This design comes from an exercise in tuning for small area on the open sky130 flow, not from production work.
Function was not checked in any run shown here: the RTL went through the layout flow alone.

## flow/design.v (module list and top-level ports; edited modules follow where they fit)
// module dct_1d_row: 6828 lines
// module dct_fa: 4 lines
// module dct_ha: 4 lines
module dct_1d_row (
    input  logic         clk,
    input  logic         rst_n,
    input  logic [127:0] x_n_in,
    output logic [175:0] x_k_out
);
  // ...
==> flow/flow/run.sh <==
#!/bin/bash
# Standard layout with each port buffered by the smallest buffer cell, and clock tree
# synthesis with larger sink clusters and no dummy loads. Full tool output goes to
# standard.log in the work folder.
set -e
export BUFFER_PORTS_ARGS="-buffer_cell sky130_fd_sc_hd__buf_1"
export CTS_ARGS="-sink_clustering_enable -repair_clock_nets -dont_use_dummy_load -buf_list sky130_fd_sc_hd__clkbuf_16 -sink_clustering_size 30 -sink_clustering_max_diameter 100"
bash standard.sh > standard.log 2>&1
==> flow/standard.sh <==
#!/bin/bash
# synth_recipe.tcl (not shown) runs the flow's synth.tcl, then flattens the netlist and writes it again
# the make line also repeats each setting of config.mk as NAME=value (left out here)
make -C /OpenROAD-flow-scripts/flow DESIGN_CONFIG=/design/flow/config.mk WORK_HOME=/design/flow/orfs CLKGATE_MAP_FILE= SYNTH_SCRIPT=/design/flow/synth_recipe.tcl "${@:-finish}"
==> flow/config.mk <==
export PLATFORM = sky130hd
export DESIGN_NAME = dct_1d_row
export DESIGN_NICKNAME = dct_1d_row
export VERILOG_FILES = /design/flow/design.v
export SDC_FILE = /design/flow/constraint.sdc
export NUM_CORES = 4
export LEC_CHECK = 0
export CAP_MARGIN = 20
export CORE_MARGIN = 2
export CORE_UTILIZATION = 55
export GPL_TIMING_DRIVEN = 0
export SLEW_MARGIN = 20
export SYNTH_HIERARCHICAL = 1
==> flow/constraint.sdc <==
create_clock -name core_clock -period 12.0 [get_ports {clk}]
set_input_delay 2.4000 -clock core_clock [delete_from_list [all_inputs] [get_ports {clk}]]
set_output_delay 2.4000 -clock core_clock [all_outputs]
set_load 0.01 [all_outputs]
==> metrics.csv, run 1 <==
stage,metric,value,unit
worst_setup_path,Worst setup SP type,register,
status,status,timing/DRC/antenna clean,
synth,Avg Inst Size Synth,16.4,um2
floorplanning,Boundary Pins,306,
timing,actual slew at the worst max-slew pin,1.03,ns
final_layout,Multi-In Gates,1686,
clock_tree,Max Buffers Root-to-Sink,3,
global_route,GRT Util Overall,0.355,
floorplanning,Die Wd,291,um
final_layout,Fillers,6491,
worst_setup_path,CP max stage delay,0.81,ns
worst_setup_path,r2r endpoint,x_k_out[10],
worst_setup_path,crit path to,x_k_out[10],
routing,Final ANT Viol Nets,0,
floorplanning,core area,82000,um2
worst_setup_path,Required @ worst endpoint,12.53,ns
worst_setup_path,Setup Crit Path Kind,register to register,
final_layout,Reg area,10600,um2
floorplanning,Core Rows,105,
clock_tree,CTS root buf,clkbuf_16,
routing,vias per cell,5.37,
worst_setup_path,worst setup path startpoint,s_q[18],
timing,clock period minus worst slack,11.78,ns
clock_tree,TritonCTS Buffers,24,
final_layout,multi-input logic area,32300,um2
synth,async set or reset register ratio after synthesis,1.00,
worst_setup_path,WP depth,26,
clock_tree,clk slew on worst S/H paths,0.12,ns
routing,Avg WL per Cell,32.7,um
worst_setup_path,reg2reg start,s_q[18],
final_layout,NonClk Buf Share,0.0312,
==> run 2, diff against run 1 <==
--- a/flow/design.v
+++ b/flow/design.v
@@ -44,29 +44,33 @@
     output logic [175:0] x_k_out
 );
     logic [127:0] x_q;
     logic [71:0]  s_q;
     logic [63:0]  dh_q;
     logic [71:0]  s_nxt;
     logic [63:0]  dh_nxt;
     logic [175:0] row_nxt;
+    logic v1_q, v2_q;
     always_ff @(posedge clk or negedge rst_n) begin
         if (!rst_n) begin
-            x_q     <= '0;
-            s_q     <= '0;
-            dh_q    <= '0;
+            v1_q    <= 1'b0;
+            v2_q    <= 1'b0;
             x_k_out <= '0;
         end else begin
-            x_q     <= x_n_in;
-            s_q     <= s_nxt;
-            dh_q    <= dh_nxt;
-            x_k_out <= row_nxt;
+            v1_q    <= 1'b1;
+            v2_q    <= v1_q;
+            x_k_out <= v2_q ? row_nxt : '0;
         end
     end
+    always_ff @(posedge clk) begin
+        x_q  <= x_n_in;
+        s_q  <= s_nxt;
+        dh_q <= dh_nxt;
+    end
     wire bs1;
     wire bc2;
     dct_ha bu3 (.a(x_q[120]), .b(x_q[0]), .s(bs1), .co(bc2));
     wire bs4;
     wire bc5;
     dct_fa bu6 (.a(x_q[121]), .b(x_q[1]), .c(bc2), .s(bs4), .co(bc5));
     wire bs7;
     wire bc8;
==> run 2 against run 1 <==
Net effect: critical path depth fell by 2; routed wire length rose by 6.1%; largest cell class unchanged; count of clock-buffer cells in the layout did not move; via count rose by 4.1%; worst setup slack got worse by 0.036 ns; first-iteration DRC count fell by 2.1%.
==> metrics.csv, run 2 <==
stage,metric,value,unit,change
worst_setup_path,Critical path buffers and inverters,1,,
timing,Clock Skew,0.104,ns,
clock_tree,clk slew on worst S/H paths,0.11,ns,about the same
floorplanning,core area,81800,um2,-0.16%
global_route,first-pass GRT wire length,213,mm,
global_route,number of global-route vias before repair,28300,,
synth,prevailing post-synth register cell,dfxtp_1,,
synth,Seq cells post-synth,426,,
global_route,GRT Util Overall,0.371,,+0.0160
final_layout,Synth-to-Final Area Change,7.08,%,
floorplanning,Core Rows,105,,unchanged
synth,top-count cell post-synth,fa_1,,
clock_tree,CTS H-Tree Depth,1,,
timing,RSZ-0062 raised after global routing,no,,
global_route,initial antenna violation count,6,,
timing,clock period minus worst slack,11.82,ns,+0.0360 ns
worst_setup_path,Setup Crit Path Kind,register to register,,
timing,Final setup viols,0,,
timing,actual slew at the worst max-slew pin,1.12,ns,+0.0946 ns
worst_setup_path,Crit Path Max Fanout,9,,
synth,Netlist cell types,22,,
worst_setup_path,Worst setup SP type,register,,
flow_run,max cap viols,0,,
routing,vias per cell,5.45,,+1.6%
timing,Hold Slack,0.362,ns,
timing,Max Clock Freq,84.6,MHz,
timing,Slew Limit Fails,0,,
floorplanning,Die ar.,84700,um2,
synth,"Cell Area, Synth",45300,um2,
synth,async set or reset register ratio after synthesis,0.380,,-0.620
synth,"top cells by count, synth","fa_1 (1544), inv_1 (590), dfxtp_1 (264), dfrtp_1 (162), and2_1 (95)",,
place,Port Buffers,304,,
final_layout,"commonest non-fill, non-tap cells in the layout","fa_1 (1542), inv_1 (590), buf_1 (303)",,
worst_setup_path,Required @ worst endpoint,12.54,ns,about the same
routing,Final ANT Viol Nets,0,,unchanged
status,status,timing/DRC/antenna clean,,
clock_tree,CTS root buf,clkbuf_16,,
worst_setup_path,critical-path cell list,ha_1 -> fa_1 -> fa_1 -> fa_1 -> fa_1 -> fa_1 -> fa_1 -> fa_1 -> inv_1 -> fa_1 -> fa_1 -> fa_1 -> fa_1 -> fa_1 -> fa_1 -> fa_1 -> fa_1 -> fa_1 -> fa_1 -> fa_1 -> fa_1 -> fa_1 -> xnor3_1 -> and2_1,,
final_layout,layout cells sized above 1,0.0240,,
synth,"Warnings, synthesis",7,,
worst_setup_path,CP arrival,12.36,ns,
clock_tree,clock sinks,426,,
clock_tree,Post-CTS Setup Bufs,0,,
place,hpwl dp,130,mm,
floorplanning,Die Wd,291,um,-0.19%
timing,relative slew slack,0.252,,
synth,"EDFF count, synth",0,,
global_route,GRT overflow,0,,
routing,router iterations before antenna repair,5,,
clock_tree,clock latency (worst-skew pair),0.65,ns,
place,DP Area,47900,um2,
floorplanning,Initial Util,0.553,,
worst_setup_path,critical path endpoint category,register,,
final_layout,biggest regs,"x_k_out (160), x_q (128), s_q (72)",,
routing,# DRC,0,,
synth,Avg Inst Size Synth,15.7,um2,-4.2%
worst_setup_path,"Slowest-stage cell, CP",fa_1,,
floorplanning,Vert. Die Dim,291,um,
clock_tree,TritonCTS Buffers,24,,unchanged
final_layout,post-route cell area,48500,um2,
synth,synthesized netlist cell count,2882,,
routing,Avg WL per Cell,33.8,um,+3.6%
routing,"wirelength, routed",145,mm,
global_route,largest net degree at the start of global routing,36,,
place,routability cong.,1.02,,
worst_setup_path,most frequent CP cell,fa_1,,
worst_setup_path,CP max stage delay,0.69,ns,-0.12 ns
final_layout,Layout Nets,4961,,
final_layout,max FFs per register,160,,
final_layout,"Most flops, register",x_k_out,,
synth,post-synth top area cell,fa_1,,
timing,crit share post-route,0.985,,
final_layout,"commonest non-fill, non-tap cell in the layout",fa_1,,
synth,Post-Syn Nets,4626,,
synth,Synth top area share,0.683,,
synth,register area share after synthesis,0.206,,
worst_setup_path,CP top delay family,adder cells,,
clock_tree,Max Buffers Root-to-Sink,3,,unchanged
synth,top post-synthesis cells by area,"fa_1 (68%), dfxtp_1 (12%), dfrtp_1 (9.0%)",,
timing,final hold vios,0,,
floorplanning,Boundary Pins,306,,unchanged
clock_tree,CTS tree,built,,
routing,vias,23400,,
final_layout,final core occ,0.592,,
routing,initial DRC count,1664,,
worst_hold_path,Hold Path Class,register to register,,
==> run 2: final cells by class <==
class / count / area (um2)
flip-flops and latches: 426 / 9350
repair buffers: 309 / 1250
plain buffers: 33 / 274
multi-input cells: 1833 / 33500
fillers: 6418 / 33400
inverters: 590 / 2210
well taps: 1070 / 1340
clock buffers: 24 / 601
diodes: 1 / 2.50
==> run 2: final timing paths <==
path                            cells past startpoint  slack, ns   start            to
worst max-delay path                               24       0.18  s_q[9]   x_k_out[98]
worst min register to register                      0       0.36    v1_q          v2_q
max in group asynchronous                           5       8.96   rst_n   x_k_out[48]
worst min-delay path                                0       0.36    v1_q          v2_q
worst max register to register                     24       0.18  s_q[9]   x_k_out[98]
min in group asynchronous                           1       1.73   rst_n  x_k_out[114]
==> run 2: through the flow <==
step	worst slack, ns	instances	setup TNS (ns)
2_1_floorplan	1.78	2882	0
3_3_place_gp	-0.113	4256	-0.197
3_5_place_dp	-0.106	4261	-0.203
4_1_cts	0.132	4285	0
5_1_grt	0.0237	4285	0
6_report	0.181	4286	0
==> run 2: cells by family after synthesis <==
logic type / synth area share
other: 0.000166
adders and majority gates: 0.702
AOI/OAI and AO/OA: 0.000110
xor gates and xnor gates: 0.00754
buffers and inverters: 0.0550
and+or+nand+nor: 0.0291
DFF: 0.206
==> run 2: modules after synthesis, one instance, submodules excluded <==
module / flops+latches / copies in the design
dct_1d_row: 426 / 1
dct_ha: 0 / 46
dct_fa: 0 / 1544
==> run 2: timing repair <==
action	CTS	global route
setup endpoints to repair	2	2
gates cloned	0	0
hold buffers	0	0
resized for setup	4	5
==> run 2: per-layer routing <==
layer / up-vias / GRT usage / wire (um)
met2: 1096 / 0.541 / 64900
li1: 8776 / - / -
met1: 13300 / 0.556 / 60700
met5: - / 0 / 13
met3: 187 / 0.114 / 14900
met4: 2 / 0.0915 / 4500

what the ideal ports hide:
The results above use ideal ports. As a check the final layouts listed here were re-extracted and re-timed, cells and wires unchanged. Step 1 assumes that a clkbuf_16 drives the clock port and a buf_2 every other input. Step 2, shift: input delay + t, output delay - t, t = (earliest + latest rising clock arrival at the registers) / 2. This alone moves slack from input paths to output paths. a / b / c = ideal / step 1 / step 2; a / b = the first two.
run | shift t [ns] | setup WS [ns] | clock arrival spread, ns
run 1 | 0.673 | 0.217 / 0.217 / 0.217 | 0.095 / 0.094
run 2 | 0.660 | 0.181 / 0.181 / 0.181 | 0.105 / 0.106
After both steps setup and hold are still met in every run listed.
